This design comes from an exercise in tuning for small area on the open sky130 flow, not from production work.
Function was checked by simulation only, so behaviour that the tests miss may differ from the original.
Power and IR drop assume default switching activity.

## dmem_host_port
module dmem_host_port #(
  parameter int DEPTH      = 256,
  parameter int MAX_CYCLES = 7000
) (
  input  logic        CLK,
  input  logic        RSTN,
  input  logic [15:0] dmem_addr,
  input  logic [15:0] dmem_wdata,
  input  logic        dmem_write,
  output logic [15:0] dmem_rdata,
  input  logic        load_req,
  input  logic        dump_req,
  input  logic        run_req,
  input  logic        halt_req,
  input  logic        host_wvalid,
  input  logic [15:0] host_wdata,
  output logic        host_wready,
  output logic        host_rvalid,
  output logic [15:0] host_rdata,
  input  logic        host_rready,
  output logic        start,
  output logic        stop,
  output logic [1:0]  state,
  output logic        err
);
  localparam logic [1:0] S_IDLE = 2'd0, S_LOAD = 2'd1, S_RUN = 2'd2, S_DUMP = 2'd3;
  logic [1:0]  state_q, state_d;
  logic        start_q, stop_q, err_q;
  logic [12:0] c_q, c_d;
  logic        s_idle, s_load, s_run, s_dump;
  assign s_idle = (state_q == S_IDLE);
  assign s_load = (state_q == S_LOAD);
  assign s_run  = (state_q == S_RUN);
  assign s_dump = (state_q == S_DUMP);
  logic in_range;
  assign in_range = (dmem_addr[15:8] == 8'd0);
  logic last;       
  assign last = &c_q[7:0];
  logic wd_hit;     
  assign wd_hit = (c_q == 13'(MAX_CYCLES - 1));
  ...
clock: 12.0 ns
lec_check: 0
cap_margin: 20
core_margin: 2
core_utilization: 50
place_density: 0.6
slew_margin: 20
synth_hierarchical: 1
synth_minimum_keep_size: 0
standard.sh (not shown) runs the stock make flow with config.mk's settings and CLKGATE_MAP_FILE= SYNTH_SCRIPT=/design/flow/synth_recipe.tcl, a recipe that flattens the netlist after the stock synthesis.
==> flow/flow/run.sh <==
#!/bin/bash
# Own flow: the standard layout (standard.sh, unchanged synthesis), with
#  - a clock tree of clkbuf_16 with sink clusters of up to 30 flip-flops within
#    70 um, buffers every 80 um on the upper tree, and no dummy loads,
#  - port buffers of the smallest buffer (every port still gets one).
set -euo pipefail
here=$(pwd)
bash standard.sh \
  "CTS_ARGS=-sink_clustering_enable -repair_clock_nets -dont_use_dummy_load -root_buf sky130_fd_sc_hd__clkbuf_16 -tree_buf sky130_fd_sc_hd__clkbuf_16 -buf_list sky130_fd_sc_hd__clkbuf_16 -sink_clustering_size 30 -sink_clustering_max_diameter 70 -distance_between_buffers 80" \
  "BUFFER_PORTS_ARGS=-buffer_cell sky130_fd_sc_hd__buf_1" \
  finish > "$here/standard_flow.log" 2>&1
Next try:
Settings changed: CORE_UTILIZATION 50 to 80, PLACE_DENSITY 0.6 to 0.88.
Final area goes down slightly.
Register-to-register slack gets worse by 0.64 ns.
Synthesized cell count does not change.
Clock power goes down by a little under a tenth.
Fmax shrinks by a few percent.
Sequential share of layout area rose by 0.93 points.
Total power goes down slightly.
Via count is higher by a few percent.
Hold slack is better by 0.0099 ns.
Combinational power went up by a few percent.
First-iteration DRC count goes up by well over a third.

* * *

== run A ==
dmem_host_port, a different RTL version from the one above (not shown whole).
Size: about 11000 cells after synthesis.
clock: 12.0 ns
lec_check: 0
cap_margin: 20
core_margin: 2
core_utilization: 50
place_density: 0.6
slew_margin: 20
synth_hierarchical: 1
synth_minimum_keep_size: 0
run.sh (not shown) runs the stock make flow with config.mk's settings and CLKGATE_MAP_FILE= SYNTH_SCRIPT=/design/flow/synth_recipe.tcl, a recipe that flattens the netlist after the stock synthesis.
Stock flow here: none of the scripts above is used.
Run A: flow completed, timing, DRC and antenna clean
> inputs changed (run A -> run B)
==> flow/flow/run.sh (new file) <==
#!/bin/bash
# Own flow: the standard layout (standard.sh, unchanged synthesis), with
#  - a clock tree of clkbuf_16 with sink clusters of up to 30 flip-flops within
#    70 um, buffers every 80 um on the upper tree, and no dummy loads,
#  - port buffers of the smallest buffer (every port still gets one).
set -euo pipefail
here=$(pwd)
bash standard.sh \
  "CTS_ARGS=-sink_clustering_enable -repair_clock_nets -dont_use_dummy_load -root_buf sky130_fd_sc_hd__clkbuf_16 -tree_buf sky130_fd_sc_hd__clkbuf_16 -buf_list sky130_fd_sc_hd__clkbuf_16 -sink_clustering_size 30 -sink_clustering_max_diameter 70 -distance_between_buffers 80" \
  "BUFFER_PORTS_ARGS=-buffer_cell sky130_fd_sc_hd__buf_1" \
  finish > "$here/standard_flow.log" 2>&1
==> flow/standard.sh (new file) <==
#!/bin/bash
# synth_recipe.tcl (not shown) runs the flow's synth.tcl, then flattens the netlist and writes it again
# the make line also repeats each setting of config.mk as NAME=value (left out here)
make -C /OpenROAD-flow-scripts/flow DESIGN_CONFIG=/design/flow/config.mk WORK_HOME=/design/flow/orfs CLKGATE_MAP_FILE= SYNTH_SCRIPT=/design/flow/synth_recipe.tcl "${@:-finish}"
removed: flow/run.sh
==> summary.txt <==
Run B finished every stage and its layout cleared the timing, DRC and antenna checks.
Looking only at critical path depth, and setting everything else aside, the lower value of run A and run B goes to run B.
Comparing run B against run A, there is no change at all in multiplexer share of the synthesized area.
Lower sequential portion of the cell area among run A and run B: run A
Of the two candidates, run A has the worse minimum setup slack in the final design and run B the better one.
As of run B, maximum clock frequency had risen by a few percent compared to run A.
Summary of run B over run A: worst hold slack across all endpoints about even, clock period minus final worst setup slack fell 0.40 ns.

==> separate check: timing with driven ports <==
The flow's constraints put no driver on any port. The routed layouts listed below were extracted and timed again, unchanged, in two steps.
Step 1, drivers: a clkbuf_16 drives CLK and a buf_2 each remaining input, both assumed.
Step 2 times the ports against the registers' clock, not the clock port: input delays grow and output delays shrink by t, the midpoint of the rising clock arrivals with the driver on.
a / b / c = ideal / step 1 / step 2; a / b = the first two.
| run | t, ns | setup slack, ns | worst hold slack (ns) | latest minus earliest clock arrival (ns) |
|---|---|---|---|---|
| the first run of note 1 | 1.264 | 0.773 / 0.704 / 0.704 | 0.466 / 0.466 / 0.466 | 0.082 / 0.083 |
| the second run of note 1 | 1.081 | 0.318 / 0.246 / 0.292 | 0.476 / 0.476 / 0.476 | 0.086 / 0.086 |
| run A | 1.073 | 0.662 / 0.634 / 0.634 | 0.468 / 0.468 / 0.468 | 0.037 / 0.037 |
| run B | 1.251 | 1.059 / 1.031 / 1.031 | 0.469 / 0.469 / 0.469 | 0.096 / 0.096 |
After both steps setup and hold are still met in every run listed. The setup slack of the first run of note 1, which loses most, moves by -0.069 ns with the drivers and by -0.069 ns with both steps.
